Context: an optimization exercise on an open-source flow, tuned for small area, a short achievable clock period and few clock cycles per item. The choices shown serve that exercise and are no tape-out recipe. Only simulation tests tie the RTL to the original design; equivalence was not proved. Power figures rest on the tool's default switching activity, not on a simulated workload.

==> flow/design.v <==
`timescale 1ns / 1ps
`default_nettype none
package alm_pkg;
   localparam int SAMPLE_WIDTH = 24;
   localparam int ENERGY_WIDTH = 48;
   localparam int COEF_WIDTH   = 32;
   localparam int GAIN_WIDTH   = 32;
   localparam int GAIN_OUT_WIDTH = 31;
   localparam int BOOT_WIDTH   = 17;
   localparam int CSR_INDEX_WIDTH = 3;
   localparam int CSR_DATA_WIDTH  = 48;
   localparam logic [CSR_INDEX_WIDTH-1:0] CSR_ENERGY_COEF    = 3'd0;
   localparam logic [CSR_INDEX_WIDTH-1:0] CSR_ACTIVITY_COEF  = 3'd1;
   localparam logic [CSR_INDEX_WIDTH-1:0] CSR_GAIN_UP_COEF   = 3'd2;
   localparam logic [CSR_INDEX_WIDTH-1:0] CSR_GAIN_DOWN_COEF = 3'd3;
   localparam logic [CSR_INDEX_WIDTH-1:0] CSR_BOOT_COEF      = 3'd4;
   localparam logic [CSR_INDEX_WIDTH-1:0] CSR_BOOT_LENGTH    = 3'd5;
   localparam logic [CSR_INDEX_WIDTH-1:0] CSR_GATE_ENERGY    = 3'd6;
   localparam logic [COEF_WIDTH-1:0]   RST_ENERGY_COEF    = 32'd4294862000;
   localparam logic [COEF_WIDTH-1:0]   RST_ACTIVITY_COEF  = 32'd4293849000;
   localparam logic [COEF_WIDTH-1:0]   RST_GAIN_UP_COEF   = 32'd4294868000;
   localparam logic [COEF_WIDTH-1:0]   RST_GAIN_DOWN_COEF = 32'd4294768000;
   localparam logic [COEF_WIDTH-1:0]   RST_BOOT_COEF      = 32'd4294154000;
   localparam logic [BOOT_WIDTH-1:0]   RST_BOOT_LENGTH    = 17'd16800;
   localparam logic [ENERGY_WIDTH-1:0] RST_GATE_ENERGY    = 48'd22250000;
   localparam logic [GAIN_WIDTH-1:0] UNITY_GAIN = 32'd1073741824;
   localparam int MUL_M_WIDTH = 50;
   localparam int MUL_N_WIDTH = 32;
   localparam int PROD_WIDTH  = MUL_M_WIDTH + 1 + MUL_N_WIDTH;
   localparam int RATIO_WIDTH = ENERGY_WIDTH + 1;
   localparam int ROOT_WIDTH  = 31;
   localparam int QUO_WIDTH   = 2 * ROOT_WIDTH;
   typedef struct packed {
      logic signed [SAMPLE_WIDTH-1:0] ref_left;
      logic signed [SAMPLE_WIDTH-1:0] ref_right;
      logic signed [SAMPLE_WIDTH-1:0] proc_left;
      logic signed [SAMPLE_WIDTH-1:0] proc_right;
   } req_type;
   typedef struct packed {
      logic signed [SAMPLE_WIDTH-1:0] out_left;
      logic signed [SAMPLE_WIDTH-1:0] out_right;
      logic [GAIN_OUT_WIDTH-1:0]      gain_now;
   } rsp_type;
   typedef struct packed {
      logic                          start;
      logic signed [MUL_M_WIDTH-1:0] mcand;
      logic [MUL_N_WIDTH-1:0]        mplier;
   } mul_req_type;
   typedef struct packed {
      logic                   start;
      logic [RATIO_WIDTH-1:0] num;
      logic [RATIO_WIDTH-1:0] den;
   } ds_req_type;
endpackage
`default_nettype wire
`timescale 1ns / 1ps
`default_nettype none
module alm_booth_row #(
   parameter int W = 49,
   parameter int SW = 56
) (
   input  wire logic signed [W-1:0] x,
   input  wire logic [2:0]          d,
   output logic [SW-1:0]            row,
   output logic                     neg
);
   always_comb begin
      neg = d[2];
      row = (d[0] ? SW'(x) : '0) | (d[1] ? (SW'(x) << 1) : '0);
      if (neg) row = ~row;
   end
endmodule
module alm_mul #(
   parameter int W = 49
) (
   input  wire logic                clock,
   input  wire logic                clr,
   input  wire logic                en,
   input  wire logic signed [W-1:0] x,
   input  wire logic [8:0]          dig,
   input  wire logic                rnd,
   output logic signed [W-1:0]      acc,
   output logic [5:0]               lo
);
   localparam int SW = W + 7;
   logic [SW-1:0] r0, r1, r2, row0, row1, row2;
   logic          n0, n1, n2;
   logic [SW-1:0] s1, c1, s2, c2, sum;
   alm_booth_row #(.W(W), .SW(SW)) u_b0 (.x (x), .d (dig[2:0]), .row (r0), .neg (n0));
   alm_booth_row #(.W(W), .SW(SW)) u_b1 (.x (x), .d (dig[5:3]), .row (r1), .neg (n1));
   alm_booth_row #(.W(W), .SW(SW)) u_b2 (.x (x), .d (dig[8:6]), .row (r2), .neg (n2));
   always_comb begin
      row0 = r0;
      row1 = {r1[SW-3:0], n1 ? 2'b11 : {rnd, 1'b0}};
      row2 = {r2[SW-5:0], {4{n2}}};
      s1  = SW'(acc) ^ row0 ^ row1;
      c1  = {((SW'(acc) & row0) | (SW'(acc) & row1) | (row0 & row1)), n0};
      s2  = s1 ^ c1 ^ row2;
      c2  = {((s1 & c1) | (s1 & row2) | (c1 & row2)), n1};
      sum = s2 + c2 + SW'(n2);
   end
   always_ff @(posedge clock) begin
      if (clr) begin
         acc   <= '0;
      end else if (en) begin
         acc   <= SW'(signed'(sum) >>> 6);
         lo    <= sum[5:0];
      end
   end
endmodule
module alm_sqsum (
   input  wire logic               clock,
   input  wire logic               clr,
   input  wire logic               en1,
   input  wire logic               en2,
   input  wire logic signed [23:0] a,
   input  wire logic signed [23:0] b,
   input  wire logic [5:0]         da,
   input  wire logic [5:0]         db,
   output logic signed [25:0]      acc,
   output logic [23:0]             lo
);
   localparam int SW = 30;
   logic [SW-1:0] ra0, ra1, rb0, rb1, row1, row3;
   logic          na0, na1, nb0, nb1;
   logic [SW-1:0] s1, c1, s2, c2, s3, c3, sum;
   logic [SW-1:0] ps_ff, pc_ff;
   logic [1:0]    pn_ff;
   alm_booth_row #(.W(24), .SW(SW)) u_a0 (.x (a), .d (da[2:0]), .row (ra0), .neg (na0));
   alm_booth_row #(.W(24), .SW(SW)) u_a1 (.x (a), .d (da[5:3]), .row (ra1), .neg (na1));
   alm_booth_row #(.W(24), .SW(SW)) u_b0 (.x (b), .d (db[2:0]), .row (rb0), .neg (nb0));
   alm_booth_row #(.W(24), .SW(SW)) u_b1 (.x (b), .d (db[5:3]), .row (rb1), .neg (nb1));
   always_comb begin
      row1 = {ra1[SW-3:0], {2{na1}}};
      row3 = {rb1[SW-3:0], {2{nb1}}};
      s1  = ra0 ^ row1 ^ rb0;
      c1  = {((ra0 & row1) | (ra0 & rb0) | (row1 & rb0)), na0};
      s2  = s1 ^ c1 ^ row3;
      c2  = {((s1 & c1) | (s1 & row3) | (c1 & row3)), na1};
      s3  = SW'(acc) ^ ps_ff ^ pc_ff;
      c3  = {((SW'(acc) & ps_ff) | (SW'(acc) & pc_ff) | (ps_ff & pc_ff)), pn_ff[0]};
      sum = s3 + c3 + SW'(pn_ff[1]);
   end
   always_ff @(posedge clock) begin
      if (en1) begin
         ps_ff <= s2;
         pc_ff <= c2;
         pn_ff <= {nb1, nb0};
      end
      if (clr) begin
         acc <= '0;
      end else if (en2) begin
         acc <= 26'(signed'(sum) >>> 4);
         lo  <= {sum[3:0], lo[23:4]};
      end
   end
endmodule
`default_nettype wire
`timescale 1ns / 1ps
`default_nettype none
module alm_divsqrt (
   input  wire logic        clock,
   input  wire logic        reset,
   input  wire logic        load,      
   input  wire logic        ld_run,    
   input  wire logic [30:0] ld_root,   
   input  wire logic [48:0] num,       
   input  wire logic [48:0] den,       
   input  wire logic [52:0] den12,     
   input  wire logic        take,      
   output logic             busy,      
   output logic             avail,     
   output logic [30:0]      root
);
   logic        run_ff, done_ff;
   logic [4:0]  cnt_ff;
   logic [50:0] rem_ff, d4_ff;
   logic [52:0] d12_ff;
   logic [33:0] sq_rem_ff;
   logic [30:0] root_ff;
   logic [1:0]  qd_ff;
   logic [52:0] rem4, d4x, d8x;
   logic [53:0] s1, s2, s3;
   logic        c1, c2, c3;
   logic [1:0]  q;
   logic [52:0] rem_nx;
   logic [35:0] sq_cat, trial;
   logic [36:0] sq_diff;
   logic        sq_ge;
   logic [30:0] root_nx;
   logic        last;
   always_comb begin
      rem4 = {rem_ff, 2'b00};
      d4x  = {2'b00, d4_ff};
      d8x  = {1'b0, d4_ff, 1'b0};
      s1   = {1'b0, rem4} - {1'b0, d4x};
      s2   = {1'b0, rem4} - {1'b0, d8x};
      s3   = {1'b0, rem4} - {1'b0, d12_ff};
      c1   = !s1[53];
      c2   = !s2[53];
      c3   = !s3[53];
      q    = c3 ? 2'd3 : c2 ? 2'd2 : c1 ? 2'd1 : 2'd0;
      rem_nx = c3 ? s3[52:0] : c2 ? s2[52:0] : c1 ? s1[52:0] : rem4;
      sq_cat  = {sq_rem_ff, qd_ff};
      trial   = {3'b000, root_ff, 2'b01};
      sq_diff = {1'b0, sq_cat} - {1'b0, trial};
      sq_ge   = !sq_diff[36];
      root_nx = {root_ff[29:0], sq_ge};
      last    = run_ff && (cnt_ff == 5'd31);
   end
   assign avail = done_ff || last;
   assign root  = run_ff ? root_nx : root_ff;
   always_ff @(posedge clock) begin
      if (reset) begin
         busy    <= 1'b0;
         done_ff <= 1'b0;
         run_ff  <= 1'b0;
      end else if (load) begin
         busy    <= 1'b1;
         done_ff <= !ld_run;
         run_ff  <= ld_run;
      end else if (take) begin
         busy    <= 1'b0;
         done_ff <= 1'b0;
         run_ff  <= 1'b0;
      end else if (last) begin
         run_ff  <= 1'b0;
         done_ff <= 1'b1;
      end
      if (load) begin
         rem_ff    <= {2'b00, num};
         d4_ff     <= {den, 2'b00};
         d12_ff    <= den12;
         cnt_ff    <= '0;
         sq_rem_ff <= '0;
         root_ff   <= ld_run ? 31'd0 : ld_root;
      end else if (run_ff) begin
         cnt_ff <= cnt_ff + 5'd1;
         if (!last) begin
            rem_ff <= rem_nx[50:0];
            qd_ff  <= q;
         end
         if (cnt_ff != 5'd0) begin
            sq_rem_ff <= sq_ge ? sq_diff[33:0] : sq_cat[33:0];
            root_ff   <= root_nx;
         end
      end
   end
endmodule
`default_nettype wire
`timescale 1ns / 1ps
`default_nettype none
import alm_pkg::*;
module auto_level_match_gain_core #(
   parameter int unsigned MIN_GAIN = 760151010,
   parameter int unsigned MAX_GAIN = 1516700552
) (
   input  wire logic                        clock,
   input  wire logic                        reset,
   input  wire logic                        req_valid,
   output logic                             req_ready,
   input  wire logic [4*SAMPLE_WIDTH-1:0] req_data,
   output logic                             rsp_valid,
   input  wire logic                        rsp_ready,
   output logic [2*SAMPLE_WIDTH+GAIN_OUT_WIDTH-1:0]       rsp_data,
   input  wire logic                        csr_wr_en,
   input  wire logic [CSR_INDEX_WIDTH-1:0]  csr_index,
   input  wire logic [CSR_DATA_WIDTH-1:0]   csr_wdata
);
   localparam logic [30:0] MIN_G = 31'(MIN_GAIN);
   localparam logic [30:0] MAX_G = 31'(MAX_GAIN);
   localparam logic [30:0] UNITY = 31'd1073741824;
   function automatic logic [5:0] bdec2(input logic [3:0] m, input logic mp);
      logic [4:0] e;
      e = {m, mp};
      for (int i = 0; i < 2; i++) begin
         bdec2[3*i]   = e[2*i+1] ^ e[2*i];
         bdec2[3*i+1] = (e[2*i+2] & ~e[2*i+1] & ~e[2*i]) | (~e[2*i+2] & e[2*i+1] & e[2*i]);
         bdec2[3*i+2] = e[2*i+2];
      end
   endfunction
   function automatic logic [8:0] bdec3(input logic [5:0] m, input logic mp);
      logic [6:0] e;
      e = {m, mp};
      for (int i = 0; i < 3; i++) begin
         bdec3[3*i]   = e[2*i+1] ^ e[2*i];
         bdec3[3*i+1] = (e[2*i+2] & ~e[2*i+1] & ~e[2*i]) | (~e[2*i+2] & e[2*i+1] & e[2*i]);
         bdec3[3*i+2] = e[2*i+2];
      end
   endfunction
   logic [31:0] energy_coef_ff, activity_coef_ff, gain_up_coef_ff, gain_down_coef_ff;
   logic [31:0] boot_coef_ff;
   logic [16:0] boot_length_ff;
   logic [47:0] gate_energy_ff;
   logic [48:0] ref_n_ff, proc_n_ff;
   logic [47:0] act_ff;
   logic [30:0] gain_ff;
   logic [16:0] boot_left_ff;
   logic        a_v_ff;
   logic [3:0]  a_cnt_ff;
   logic signed [23:0] a_rl_ff, a_rr_ff, a_pl_ff, a_pr_ff;
   logic [5:0]  a_drl_ff, a_drr_ff, a_dpl_ff, a_dpr_ff;    
   logic        a_trl_ff, a_trr_ff, a_tpl_ff, a_tpr_ff;    
   logic [3:0]  a_nrl, a_nrr, a_npl, a_npr;
   logic        a_active_ff, a_boot_ff;
   logic [8:0]  a_dr_ff, a_dp_ff;      
   logic        a_tr_ff, a_tp_ff;
   logic [5:0]  a_nr, a_np;
   logic signed [48:0] blr_x_ff, blp_x_ff;
   logic        a_done, a_hand, accept;
   logic        a_sq, a_sq2, a_act_step, a_bl_load, a_bl_step, a_fin;
   logic [2:0]  a_sq_nx, a_bl_nx;
   logic signed [25:0] sqr_acc, sqp_acc;
   logic [23:0] sqr_lo, sqp_lo;
   logic signed [48:0] blr_acc, blp_acc;
   logic [5:0]  blr_lo, blp_lo;
   logic [47:0] ref_now, proc_now, released;
   logic [48:0] ref_new, proc_new;
   logic [35:0] act_m, en_m;
   logic        b_ptr_in_ff, b_ptr_out_ff;     
   logic [1:0]  b_busy, b_avail, b_load, b_take;
   logic [30:0] b_root [2];
   logic signed [23:0] b_pl_ff [2];
   logic signed [23:0] b_pr_ff [2];
   logic [1:0]  b_boot_ff;
   logic        b_free, b_take_any;
   logic [30:0] b_root_sel;
   logic        ld_hi, ld_lo, ld_run;
   logic [30:0] ld_root;
   logic [52:0] ld_den12;
   logic        c_v_ff;
   logic [3:0]  c_cnt_ff;
   logic [30:0] c_tgt_ff;
   logic        c_boot_ff;
   logic signed [23:0] c_pl_ff, c_pr_ff;
   logic signed [32:0] c_gd_ff;
   logic [35:0] c_m_ff;
   logic [8:0]  c_gdig_ff, c_odig_ff;
   logic        c_otop_ff;
   logic [35:0] coef_m;
   logic [5:0]  c_onext;
   logic        c_olast_ff;
   logic signed [32:0] g_acc;
   logic [5:0]  g_lo;
   logic signed [23:0] ol_acc, or_acc;
   logic [5:0]  ol_lo, or_lo;
   logic        c_s0, c_gstep, c_gfin, c_ostep, c_fin;
   logic [2:0]  c_onx;
   logic [30:0] g_sum, g_new;
   logic [32:0] gain_m;
   logic [27:0] yl, yr;
   logic [23:0] sat_l, sat_r;
   assign b_free     = !b_busy[b_ptr_in_ff] || b_take[b_ptr_in_ff];
   assign b_take_any = b_avail[b_ptr_out_ff] && !c_v_ff;
   assign b_take     = {b_take_any && b_ptr_out_ff, b_take_any && !b_ptr_out_ff};
   assign a_done     = a_v_ff && (a_cnt_ff == 4'd15);
   assign a_hand     = a_done && b_free;
   assign b_load     = {a_hand && b_ptr_in_ff, a_hand && !b_ptr_in_ff};
   assign req_ready  = !a_v_ff || a_hand;
   assign accept     = req_valid && req_ready;
   assign a_sq       = a_v_ff && (a_cnt_ff <= 4'd5);
   assign a_sq2      = a_v_ff && (a_cnt_ff >= 4'd1) && (a_cnt_ff <= 4'd6);
   assign a_act_step = a_sq;
   assign a_bl_load  = a_v_ff && (a_cnt_ff == 4'd7);
   assign a_bl_step  = a_v_ff && (a_cnt_ff >= 4'd8) && (a_cnt_ff <= 4'd13);
   assign a_fin      = a_v_ff && (a_cnt_ff == 4'd14);
   assign a_sq_nx    = 3'(a_cnt_ff + 4'd1);    
   assign a_bl_nx    = 3'(a_cnt_ff - 4'd7);    
   assign act_m = {1'b0, activity_coef_ff, 3'b000};
   assign en_m  = {1'b0, energy_coef_ff, 3'b000};
   alm_sqsum u_sqr (
      .clock (clock), .clr (accept), .en1 (a_sq), .en2 (a_sq2), .a (a_rl_ff), .b (a_rr_ff),
      .da (a_drl_ff), .db (a_drr_ff), .acc (sqr_acc), .lo (sqr_lo)
   );
   alm_sqsum u_sqp (
      .clock (clock), .clr (accept), .en1 (a_sq), .en2 (a_sq2), .a (a_pl_ff), .b (a_pr_ff),
      .da (a_dpl_ff), .db (a_dpr_ff), .acc (sqp_acc), .lo (sqp_lo)
   );
   alm_mul #(.W(49)) u_blr (
      .clock (clock), .clr (accept || a_bl_load), .en (a_act_step || a_bl_step),
      .x (blr_x_ff), .dig (a_dr_ff), .rnd (1'b0), .acc (blr_acc), .lo (blr_lo)
   );
   alm_mul #(.W(49)) u_blp (
      .clock (clock), .clr (a_bl_load), .en (a_bl_step),
      .x (blp_x_ff), .dig (a_dp_ff), .rnd (1'b0), .acc (blp_acc), .lo (blp_lo)
   );
   always_comb begin
      a_nrl = 4'(a_rl_ff >> (4 * a_sq_nx));
      a_nrr = 4'(a_rr_ff >> (4 * a_sq_nx));
      a_npl = 4'(a_pl_ff >> (4 * a_sq_nx));
      a_npr = 4'(a_pr_ff >> (4 * a_sq_nx));
      a_nr  = a_act_step ? 6'(act_m >> (6 * a_sq_nx)) : 6'(en_m >> (6 * a_bl_nx));
      a_np  = 6'(en_m >> (6 * a_bl_nx));
      ref_now  = {1'b0, sqr_acc[23:0], sqr_lo[23:1]};
      proc_now = {1'b0, sqp_acc[23:0], sqp_lo[23:1]};
      released = 48'({blr_acc, blr_lo[5]});
      ref_new  = {1'b0, ref_now} + 49'({blr_acc, blr_lo[5]}) + 49'd1;
      proc_new = {1'b0, proc_now} + 49'({blp_acc, blp_lo[5]}) + 49'd1;
   end
   always_ff @(posedge clock) begin
      if (accept) begin
         a_rl_ff  <= req_data[95:72];
         a_rr_ff  <= req_data[71:48];
         a_pl_ff  <= req_data[47:24];
         a_pr_ff  <= req_data[23:0];
         a_drl_ff <= bdec2(req_data[75:72], 1'b0);
         a_drr_ff <= bdec2(req_data[51:48], 1'b0);
         a_dpl_ff <= bdec2(req_data[27:24], 1'b0);
         a_dpr_ff <= bdec2(req_data[3:0], 1'b0);
         a_trl_ff <= req_data[75];
         a_trr_ff <= req_data[51];
         a_tpl_ff <= req_data[27];
         a_tpr_ff <= req_data[3];
      end else if (a_sq) begin
         a_drl_ff <= bdec2(a_nrl, a_trl_ff);
         a_drr_ff <= bdec2(a_nrr, a_trr_ff);
         a_dpl_ff <= bdec2(a_npl, a_tpl_ff);
         a_dpr_ff <= bdec2(a_npr, a_tpr_ff);
         a_trl_ff <= a_nrl[3];
         a_trr_ff <= a_nrr[3];
         a_tpl_ff <= a_npl[3];
         a_tpr_ff <= a_npr[3];
      end
      if (accept) begin
         blr_x_ff <= signed'({1'b0, act_ff});
         a_dr_ff  <= bdec3(act_m[5:0], 1'b0);
         a_tr_ff  <= act_m[5];
      end else if (a_bl_load) begin
         a_dr_ff  <= bdec3(en_m[5:0], 1'b0);
         a_tr_ff  <= en_m[5];
      end else if (a_act_step || a_bl_step) begin
         a_dr_ff  <= bdec3(a_nr, a_tr_ff);
         a_tr_ff  <= a_nr[5];
      end
      if (a_bl_load) begin
         blr_x_ff <= signed'(ref_n_ff + ~{1'b0, ref_now});
         blp_x_ff <= signed'(proc_n_ff + ~{1'b0, proc_now});
         a_dp_ff  <= bdec3(en_m[5:0], 1'b0);
         a_tp_ff  <= en_m[5];
      end else if (a_bl_step) begin
         a_dp_ff  <= bdec3(a_np, a_tp_ff);
         a_tp_ff  <= a_np[5];
      end
      if (a_v_ff && a_cnt_ff == 4'd8) begin
         a_active_ff <= act_ff > gate_energy_ff;
      end
   end
   always_comb begin
      ld_hi    = {2'b00, ref_n_ff} >= {proc_n_ff, 2'b00};
      ld_lo    = {ref_n_ff, 2'b00} < {2'b00, proc_n_ff};
      ld_run   = a_active_ff && !ld_hi && !ld_lo;
      ld_root  = !a_active_ff ? UNITY : ld_hi ? MAX_G : MIN_G;
      ld_den12 = {2'b00, proc_n_ff, 2'b00} + {1'b0, proc_n_ff, 3'b000};
   end
   for (genvar i = 0; i < 2; i++) begin : g_b
      alm_divsqrt u_divsqrt (
         .clock   (clock),
         .reset   (reset),
         .load    (b_load[i]),
         .ld_run  (ld_run),
         .ld_root (ld_root),
         .num     (ref_n_ff),
         .den     (proc_n_ff),
         .den12   (ld_den12),
         .take   (b_take[i]),
         .busy   (b_busy[i]),
         .avail  (b_avail[i]),
         .root   (b_root[i])
      );
      always_ff @(posedge clock) begin
         if (b_load[i]) begin
            b_pl_ff[i]   <= a_pl_ff;
            b_pr_ff[i]   <= a_pr_ff;
            b_boot_ff[i] <= a_boot_ff;
         end
      end
   end
   assign b_root_sel = b_root[b_ptr_out_ff];
   assign c_s0    = c_v_ff && (c_cnt_ff == 4'd0);
   assign c_gstep = c_v_ff && (c_cnt_ff >= 4'd1) && (c_cnt_ff <= 4'd6);
   assign c_gfin  = c_v_ff && (c_cnt_ff == 4'd7);
   assign c_ostep = c_v_ff && (c_cnt_ff >= 4'd8) && (c_cnt_ff <= 4'd13);
   assign c_fin   = c_v_ff && (c_cnt_ff == 4'd14);
   assign c_onx   = 3'(c_cnt_ff - 4'd7);
   assign gain_m = {gain_ff, 2'b00};
   alm_mul #(.W(33)) u_gmul (
      .clock (clock), .clr (c_s0), .en (c_gstep), .x (c_gd_ff), .dig (c_gdig_ff),
      .rnd (1'b0), .acc (g_acc), .lo (g_lo)
   );
   alm_mul #(.W(24)) u_olmul (
      .clock (clock), .clr (c_gfin), .en (c_ostep), .x (c_pl_ff), .dig (c_odig_ff),
      .rnd (c_olast_ff), .acc (ol_acc), .lo (ol_lo)
   );
   alm_mul #(.W(24)) u_ormul (
      .clock (clock), .clr (c_gfin), .en (c_ostep), .x (c_pr_ff), .dig (c_odig_ff),
      .rnd (c_olast_ff), .acc (or_acc), .lo (or_lo)
   );
   always_comb begin
      coef_m  = {1'b0, (c_boot_ff ? boot_coef_ff :
                        (c_tgt_ff > gain_ff) ? gain_up_coef_ff : gain_down_coef_ff), 3'b000};
      c_onext = 6'(gain_m >> (6 * c_onx));
      g_sum = c_tgt_ff + 31'({g_acc, g_lo[5]});
      g_new = (g_sum >= UNITY - 31'd1 && g_sum <= UNITY + 31'd1) ? UNITY : g_sum;
      yl = {ol_acc, ol_lo[5:2]};
      yr = {or_acc, or_lo[5:2]};
      sat_l = (signed'(yl) > 28'sd8388607) ? 24'h7FFFFF :
              (signed'(yl) < -28'sd8388608) ? 24'h800000 : yl[23:0];
      sat_r = (signed'(yr) > 28'sd8388607) ? 24'h7FFFFF :
              (signed'(yr) < -28'sd8388608) ? 24'h800000 : yr[23:0];
   end
   always_ff @(posedge clock) begin
      if (b_take_any) begin
         c_tgt_ff  <= (b_root_sel < MIN_G) ? MIN_G : (b_root_sel > MAX_G) ? MAX_G : b_root_sel;
         c_boot_ff <= b_boot_ff[b_ptr_out_ff];
         c_pl_ff   <= b_pl_ff[b_ptr_out_ff];
         c_pr_ff   <= b_pr_ff[b_ptr_out_ff];
      end
      if (c_s0) begin
         c_gd_ff   <= signed'({2'b00, gain_ff} - {2'b00, c_tgt_ff});
         c_m_ff    <= coef_m;
         c_gdig_ff <= bdec3(coef_m[5:0], 1'b0);
      end else if (c_gstep) begin
         c_m_ff    <= c_m_ff >> 6;
         c_gdig_ff <= bdec3(c_m_ff[11:6], c_m_ff[5]);
      end
      c_olast_ff <= c_v_ff && (c_cnt_ff == 4'd12);
      if (c_gfin) begin
         c_odig_ff <= bdec3({g_new[3:0], 2'b00}, 1'b0);
         c_otop_ff <= g_new[3];
      end else if (c_ostep) begin
         c_odig_ff <= bdec3(c_onext, c_otop_ff);
         c_otop_ff <= c_onext[5];
      end
   end
   assign rsp_data = {sat_l, sat_r, gain_ff};
   always_ff @(posedge clock) begin
      if (reset) begin
         energy_coef_ff    <= RST_ENERGY_COEF;
         activity_coef_ff  <= RST_ACTIVITY_COEF;
         gain_up_coef_ff   <= RST_GAIN_UP_COEF;
         gain_down_coef_ff <= RST_GAIN_DOWN_COEF;
         boot_coef_ff      <= RST_BOOT_COEF;
         boot_length_ff    <= RST_BOOT_LENGTH;
         gate_energy_ff    <= RST_GATE_ENERGY;
         ref_n_ff          <= 49'd1;
         proc_n_ff         <= 49'd1;
         act_ff            <= '0;
         gain_ff           <= UNITY;
         boot_left_ff      <= RST_BOOT_LENGTH;
         a_v_ff            <= 1'b0;
         b_ptr_in_ff       <= 1'b0;
         b_ptr_out_ff      <= 1'b0;
         c_v_ff            <= 1'b0;
         rsp_valid         <= 1'b0;
      end else begin
         if (csr_wr_en) begin
            case (csr_index)
               CSR_ENERGY_COEF:    energy_coef_ff    <= csr_wdata[31:0];
               CSR_ACTIVITY_COEF:  activity_coef_ff  <= csr_wdata[31:0];
               CSR_GAIN_UP_COEF:   gain_up_coef_ff   <= csr_wdata[31:0];
               CSR_GAIN_DOWN_COEF: gain_down_coef_ff <= csr_wdata[31:0];
               CSR_BOOT_COEF:      boot_coef_ff      <= csr_wdata[31:0];
               CSR_BOOT_LENGTH:    boot_length_ff    <= csr_wdata[16:0];
               CSR_GATE_ENERGY:    gate_energy_ff    <= csr_wdata[47:0];
               default: begin
               end
            endcase
         end
         if (accept) begin
            a_v_ff   <= 1'b1;
            a_cnt_ff <= '0;
         end else if (a_hand) begin
            a_v_ff   <= 1'b0;
         end else if (a_v_ff && !a_done) begin
            a_cnt_ff <= a_cnt_ff + 4'd1;
         end
         if (a_bl_load) begin
            act_ff <= (ref_now > released) ? ref_now : released;
         end
         if (a_fin) begin
            if (a_active_ff) begin
               ref_n_ff       <= ref_new;
               proc_n_ff      <= proc_new;
               if (boot_left_ff != '0) begin
                  boot_left_ff <= boot_left_ff - 17'd1;
                  a_boot_ff    <= 1'b1;
               end else begin
                  a_boot_ff    <= 1'b0;
               end
            end else begin
               ref_n_ff       <= 49'd1;
               proc_n_ff      <= 49'd1;
               boot_left_ff   <= boot_length_ff;
               a_boot_ff      <= 1'b0;
            end
         end
         if (a_hand)     b_ptr_in_ff  <= !b_ptr_in_ff;
         if (b_take_any) b_ptr_out_ff <= !b_ptr_out_ff;
         if (b_take_any) begin
            c_v_ff   <= 1'b1;
            c_cnt_ff <= '0;
         end else if (c_fin) begin
            if (rsp_ready) c_v_ff <= 1'b0;
         end else if (c_v_ff) begin
            c_cnt_ff <= c_cnt_ff + 4'd1;
         end
         if (c_gfin) begin
            gain_ff <= g_new;
         end
         if (c_v_ff && c_cnt_ff == 4'd13) begin
            rsp_valid <= 1'b1;
         end else if (rsp_ready) begin
            rsp_valid <= 1'b0;
         end
      end
   end
endmodule
`default_nettype wire
==> flow/run.sh <==
#!/bin/bash
# synth_recipe.tcl (not shown) runs the flow's synth.tcl, then flattens the netlist and writes it again
# the make line also repeats each setting of config.mk as NAME=value (left out here)
make -C /OpenROAD-flow-scripts/flow DESIGN_CONFIG=/design/flow/config.mk WORK_HOME=/design/flow/orfs CLKGATE_MAP_FILE= SYNTH_SCRIPT=/design/flow/synth_recipe.tcl finish
==> flow/config.mk <==
export PLATFORM = sky130hd
export DESIGN_NAME = auto_level_match_gain_core
export DESIGN_NICKNAME = auto_level_match_gain_core
export VERILOG_FILES = /design/flow/design.v
export SDC_FILE = /design/flow/constraint.sdc
export NUM_CORES = 4
export LEC_CHECK = 0
export CAP_MARGIN = 20
export CORE_MARGIN = 2
export CORE_UTILIZATION = 55
export CTS_CLUSTER_DIAMETER = 90
export CTS_CLUSTER_SIZE = 20
export SETUP_SLACK_MARGIN = 5
export SLEW_MARGIN = 20
==> flow/constraint.sdc <==
create_clock -name core_clock -period 10.0 [get_ports {clock}]
set_input_delay 2.0000 -clock core_clock [delete_from_list [all_inputs] [get_ports {clock}]]
set_output_delay 2.0000 -clock core_clock [all_outputs]
set_load 0.01 [all_outputs]
==> results of run 1 <==
-- synthesized netlist by cell type, drive strengths merged (111+ instances only) --
cell       n  area, um2
a211oi   222       1680
a21o     509       3820
a21oi   1267       6350
a22oi    754       5660
a31oi    111        694
buf      132        536
clkbuf   609       2290
dfxtp    759      15200
edfxtp  1028      30900
fa       576      11500
ha      1125      14100
inv     1236       4640
mux2i    214       2140
nand2   1305       4900
nand2b   167       1040
nand3    270       1350
nand3b   137       1030
nand4    142        888
nor2     910       3420
nor2b    196       1230
nor3     173        871
o21a     171       1280
o21ai    824       4120
o21bai   123        923
o22ai    148        926
xnor2   1092       9560
xor2     475       4160
-- final cells by class --
type                       count  area share (%)
multi-input combinational  11849            58.3
inverter                    1248            3.00
tap                         3402            2.70
clock buffer                 169            2.28
timing repair buffer         581            3.75
antenna                        7          0.0111
sequential                  1787            29.3
clock inverter                74           0.620
-- timing repair --
item,in CTS,in global routing
setup endpoints to repair,442,264
pin swaps,22,121
cloned,13,10
gates resized for setup,202,287
setup buffers,49,73
-- kinds of logic after synthesis --
kind of cell             after synthesis  share of synthesized area [%]
AO/OA/AOI/OAI                       4649                           21.0
XOR/XNOR                            1567                           9.58
adder cells (fa/ha/maj)             1701                           17.9
buffers and inverters               1989                           5.24
flip-flops                          1787                           32.1
multiplexers                         300                           2.37
AND/OR/NAND/NOR                     3630                           11.9
-- routing by layer --
layer / GRT usage (%) / vias up
met5: 0 / -
met4: 16.8 / 8
met3: 5.30 / 979
met2: 55.8 / 5204
met1: 48.1 / 59728
li1: - / 55819
-- sequential cells by signal (all words and copies together), names as in the netlist, 33 cells and up --
register / flops
blp_x_ff: 49
g_b.u_divsqrt.rem_ff: 102
g_b.u_divsqrt.root_ff: 62
ref_n_ff: 49
b_pr_ff: 48
g_b.u_divsqrt.d12_ff: 100
u_blr.acc: 49
blr_x_ff: 49
g_b.u_divsqrt.sq_rem_ff: 68
g_b.u_divsqrt.d4_ff: 98
u_blp.acc: 49
proc_n_ff: 49
gate_energy_ff: 48
act_ff: 48
u_gmul.acc: 33
b_pl_ff: 48
-- cells in the final DEF (no fill, tap or decap), types with 475 or more instances in the layout --
cell      count
ha_1       1086
xor2_1      475
inv_1      1227
dfxtp_1     734
a22oi_1     717
fa_1        572
a21oi_1    1219
xnor2_1    1077
nor2_1      896
nand2_1    1283
o21ai_0     771
edfxtp_1   1028
a21o_1      508
-- metrics by stage --
step / instances / total power, uW / instance area [um2]
3_3_place_gp: 18719 / 34000 / 149000
3_5_place_dp: 18722 / 34300 / 149000
5_1_grt: 19111 / 46000 / 157000
2_1_floorplan: 15623 / 28200 / 143000
4_1_cts: 19027 / 41100 / 155000
6_report: 19117 / 42900 / 157000
-- report_power, final --
group          internal [uW]  leakage [uW]  total, uW  switching (uW)
Clock                   2840       0.00218       5960            3120
Sequential              8770        0.0156       9830            1060
Combinational          11800        0.0472      27100           15300
Total                  23400        0.0650      42900           19500
-- worst reg2reg max path: stages, from the launching register on --
cell	delay, ps
dfxtp_1	740
ha_1	370
nand4_1	150
o311ai_0	770
o211ai_1	300
nand3_1	260
a31oi_1	150
o21ai_0	290
a41o_1	520
o21ai_0	150
nor2b_1	180
o21bai_1	210
a21o_1	160
a21oi_1	70
xnor2_1	440
-- path summary, 6_finish.rpt --
path	from	endpoint	slack, ps	depth (start not counted)
worst min register to register	gain_up_coef_ff[15]	gain_up_coef_ff[15]	460	2
worst max-delay path	proc_n_ff[5]	g_b[0].u_divsqrt.d12_ff[40]	4970	14
worst max register to register	proc_n_ff[5]	g_b[0].u_divsqrt.d12_ff[40]	4970	14
worst min-delay path	gain_up_coef_ff[15]	gain_up_coef_ff[15]	460	2
==> run notes, run 1 <==
status=timing/DRC/antenna clean; Max IR drop VDD=0.000276 V; Max-Cap Viols=0; crit start category=flip-flop; router iterations before antenna repair=6; worst skew pair latency=850 ps; Fmax=199 MHz; top routing layer in use=met5; CTS tree=yes; FF+latch count, synth=1787; Worst Setup End Kind=flip-flop; pre-CTS setup slack=3840 ps; Post-Syn Nets=17476; Die Wd=514 um; WL/cell=25.4 um; Starting Density=55.2%; unrepaired setup endpoints after global routing=yes; path type of the worst min-delay path=reg -> reg; number of buffers created by CTS=133; met3 routed WL=38.9 mm; relative slew slack=24.3%; Chip Height=514 um; Worst Tran Pin Value=1140 ps; Tot GR Track Use=35.5%; Post-synth EDFFs=1028; final-layout fill cell count=22249; cell area after synthesis=0.143 mm2; Core ar.=0.259 mm2; met2 wire length=218 mm; CTS Sinks=1787; first-pass GRT wire length=724 mm; CP most frequent cell=o21ai_0; DRC=0; Port Buf Inserts=232; leakage=0.0650 uW; area delta synth->final=9.83%; Vias=121738; DRT antenna net count=0; syn avg cell area=9.17 um2; WP data arrival=5580 ps; critical path class=reg -> reg; cell chain of the critical path=ha_1 > nand4_1 > o311ai_0 > o211ai_1 > nand3_1 > a31oi_1 > o21ai_0 > a41o_1 > o21ai_0 > nor2b_1 > o21bai_1 > a21o_1 > a21oi_1 > xnor2_1; vias in the first global route=117334; Cells after Synth=15623; Multi-input gate area=0.0918 mm2; fin crit share=50.3%; largest net degree at the start of global routing=244; slowest library cell on the worst path=o311ai_0; final net count=17453; final period demand of the worst path=5030 ps; Worst Slack Setup Final=4970 ps; Cell Pwr Density=273 mW/mm2; I/O pin count=233; Detailed Route WL=486 mm; final core utilization=60.7%; storage element area=0.0461 mm2; share of layout cells above drive strength 1=6.81%; GP Congestion=1.00; Netlist cell types=97; antenna violations before repair=20; CTS Hold Bufs=0; root buffer cell=clkbuf_16; htree depth=4; sequential area share after synthesis=32.1%; Reg clk slew, reported paths=80 ps; Synth Warn #=15; Synth Flop Type=edfxtp_1; total gr overflow=0; hold slack final=457 ps; Setup TNS=0 ps; Final Skew=41.9 ps; CP max stage delay=770 ps; CP Buf/Inv Count=0; final-report max-slew violation count=0; Crit Path Max Fanout=7; met1 WL=202 mm; Rows=187; Iter 0 DRT Violations=12953; kind of cell adding the most delay to the critical path=compound AO/OA/AOI/OAI gates; Die ar.=0.265 mm2; Clock Tree Buf Depth=3; vias per cell=6.37; Setup violations, final=0; Required @ worst endpoint=10540 ps; dpl hpwl=360 mm; Post-synth ARST share=0%; Final Hold Viols=0
Testbench counts, summed over its fixed seeds: cycles 38,657, items 2,400.
==> run 2: changes to the inputs <==
--- a/flow/config.mk
+++ b/flow/config.mk
@@ -10,4 +10,4 @@
 export CORE_UTILIZATION = 55
-export CTS_CLUSTER_DIAMETER = 90
-export CTS_CLUSTER_SIZE = 20
+export CTS_CLUSTER_DIAMETER = 70
+export CTS_CLUSTER_SIZE = 18
 export SETUP_SLACK_MARGIN = 5
==> run 2 against run 1 <==
Compared with the run above: still clean on timing, DRC and antenna; register-to-register slack gained 70 ps; via count grew 0.35%; sequential share of layout area shrank 0.17 points.
==> run notes, run 2 <==
status=timing/DRC/antenna clean; Fmax=200 MHz; Iter 0 DRT Violations=12609; slowest library cell on the worst path=dfxtp_4; Die ar.=0.265 mm2; htree depth=4; top-count cell post-synth=nand2_1; Synth Warn #=15; relative slew slack=21.7%; Tot GR Track Use=35.5%; Post-synth EDFFs=1028; Core ar.=0.259 mm2; Post-Syn Nets=17476; Final Skew=60.3 ps; cell area after synthesis=0.143 mm2; sequential area share after synthesis=32.1%; root buffer cell=clkbuf_16; Max-Cap Viols=0; dpl hpwl=360 mm; CP Buf/Inv Count=2; WL/cell=25.4 um; Required @ worst endpoint=8000 ps; area leader, netlist=edfxtp_1; RR Startpoint=g_b[1].u_divsqrt.rem_ff[16]; I/O pin count=233; Vias=122162; final-report max-slew violation count=0; synth cell count leaders=1305 x nand2_1, 1264 x a21oi_1, 1231 x inv_1; share of layout cells above drive strength 1=7.07%; DRT antenna net count=0; area delta synth->final=10.5%; Rows=187; Worst Tran Pin Value=1170 ps; total gr overflow=0; Cell Pwr Density=277 mW/mm2; Chip Height=514 um; Max IR drop VDD=0.000257 V; Final Hold Viols=0; cell chain of the critical path=ha_4 > and3_4 > ha_4 > a21o_1 > nand3b_1 > nand2_1 > buf_6 > o21ai_4 > nand2_4 > buf_6; unrepaired setup endpoints after global routing=yes; antenna violations before repair=21; Detailed Route WL=487 mm; final net count=17473; Setup TNS=0 ps; Worst Slack Setup Final=5000 ps; Setup violations, final=0; leakage=0.0654 uW; Cells after Synth=15623; Largest register FFs=102; Post-synth ARST share=0%; kind of cell adding the most delay to the critical path=simple AND/OR/NAND/NOR gates; Clock Tree Buf Depth=4; first-pass GRT wire length=726 mm; largest registers=g_b.u_divsqrt.rem_ff (102), g_b.u_divsqrt.d12_ff (100), g_b.u_divsqrt.d4_ff (98); Reg clk slew, reported paths=70 ps; pre-CTS setup slack=3840 ps; most frequent cells in the layout=1284 x nand2_1, 1226 x inv_1, 1218 x a21oi_1, 1086 x ha_1, 1077 x xnor2_1; Synth Flop Type=edfxtp_1; Port Buf Inserts=232; CP max stage delay=360 ps; DRC=0; GP Congestion=1.00; CTS Sinks=1787; router iterations before antenna repair=9; Worst setup startpoint=g_b[0].u_divsqrt.cnt_ff[0]; Synth top area share=21.5%; largest net degree at the start of global routing=244; leading cell type in the layout, fill and taps excluded=nand2_1; number of buffers created by CTS=165; final period demand of the worst path=5000 ps; critical path class=reg -> out; crit start category=flip-flop; Worst Setup End Kind=output port; vias in the first global route=117583; CTS Hold Bufs=0; Largest Register=g_b.u_divsqrt.rem_ff; fin crit share=50.0%; hold_sp=gate_energy_ff[37]; FF+latch count, synth=1787; Netlist cell types=97; most area-consuming cells after synthesis=edfxtp_1 22%, dfxtp_1 11%, ha_1 9.8%; vias per cell=6.37; WP data arrival=3000 ps; syn avg cell area=9.17 um2; path type of the worst min-delay path=reg -> reg; worst skew pair latency=920 ps; Die Wd=514 um; Power, Total=43800 uW; Starting Density=55.2%; CTS tree=yes; hold slack final=455 ps; Crit Path Max Fanout=5
[run 2: cell counts after synthesis]
No cell type changed its count.
[run 2: path summary, 6_finish.rpt]
kind	slack, ps	to	depth (start not counted)
max	5000	req_ready	10
min	460	gate_energy_ff[37]	2
max reg2reg	5040	g_b[1].u_divsqrt.rem_ff[15]	16
min reg2reg	460	gate_energy_ff[37]	2
[run 2: kinds of logic after synthesis]
logic type,Yosys count,share of synthesized area (%)
AND/OR/NAND/NOR,3630,11.9
adder cells (fa/ha/maj),1701,17.9
buffers and inverters,1989,5.24
flip-flops,1787,32.1
multiplexers,300,2.37
AO/OA/AOI/OAI,4649,21.0
XOR/XNOR,1567,9.58
[run 2: final cells by class]
cell class / count / area (um2)
Multi-Input combinational cell: 11849 / 91800
Clock inverter: 101 / 1260
Tap cell: 3402 / 4260
Sequential cell: 1787 / 46100
Clock buffer: 201 / 4390
Fill cell: 22150 / 101000
Timing Repair Buffer: 569 / 5770
Antenna cell: 8 / 20.0
Inverter: 1248 / 4750
[run 2: per-layer routing]
| metal | vias up | share of wire (%) | GRT usage, % |
|---|---|---|---|
| li1 | 55922 | - | - |
| met1 | 60017 | 42 | 47.9 |
| met4 | 4 | 5.8 | 18.0 |
| met5 | - | 0.0051 | 0 |
| met2 | 5215 | 45 | 55.6 |
| met3 | 1004 | 8.0 | 5.22 |
[run 2: timing repair]
item	CTS	global route
setup buffers	48	65
pin swaps	23	111
cloned	13	7
resized for setup	201	277
hold endpoints to repair	0	0
setup endpoints to repair	441	263
[run 2: worst reg2reg max path, cell delays in order, from the launching register on]
cell,delay [ps]
edfxtp_1,520
ha_1,480
nand3_1,260
nor4b_1,350
a2bb2oi_1,400
o211ai_1,160
buf_4,180
o41ai_4,400
a31oi_1,160
buf_4,200
a211oi_4,320
a21oi_4,190
buf_6,270
o31a_1,430
a211oi_1,250
a21oi_1,80
a21oi_1,180
[run 2: stage by stage]
stage,util [%],instances,area (um2)
4_1_cts,60.2,19085,156000
2_1_floorplan,-,15623,143000
6_report,61.0,19165,158000
3_3_place_gp,57.4,18719,149000
3_5_place_dp,57.4,18722,149000
5_1_grt,61.0,19158,158000
[run 2: power breakdown]
part / switching [uW] / total [uW] / internal, uW
clock: 3400 / 6870 / 3470
combinational: 15300 / 27100 / 11800
sequential: 1070 / 9840 / 8770

[separate check: timing with driven ports]
The flow's constraints put no driver on any port. The routed layouts listed below were extracted and timed again, unchanged, in two steps. Step 1 (the two cells are an assumption about what drives the block):
set clk [get_ports {clock}]
set_driving_cell -lib_cell sky130_fd_sc_hd__clkbuf_16 $clk
set_driving_cell -lib_cell sky130_fd_sc_hd__buf_2 [delete_from_list [all_inputs] $clk]
Step 2 moves the port delays by t, midway between the first and last clock arrival at a register: inputs arrive t later, outputs are due t later. That takes back most of the time a late clock gives input paths. a / b / c = no drivers / after step 1 / after step 2; a / b = the first two.
run | t (ns) | slack for setup (ns) | hold WS [ns] | slew at the worst register clock pin (ns)
run 1 | 0.921 | 4.968 / 4.925 / 4.758 | 0.457 / 0.457 / 0.457 | 0.09 / 0.09
run 2 | 0.986 | 5.001 / 4.902 / 4.762 | 0.455 / 0.455 / 0.455 | 0.09 / 0.09
After both steps every run listed still meets setup and hold. The setup slack of run 2, which loses most, moves by -0.099 ns with the drivers and by -0.239 ns with both steps.
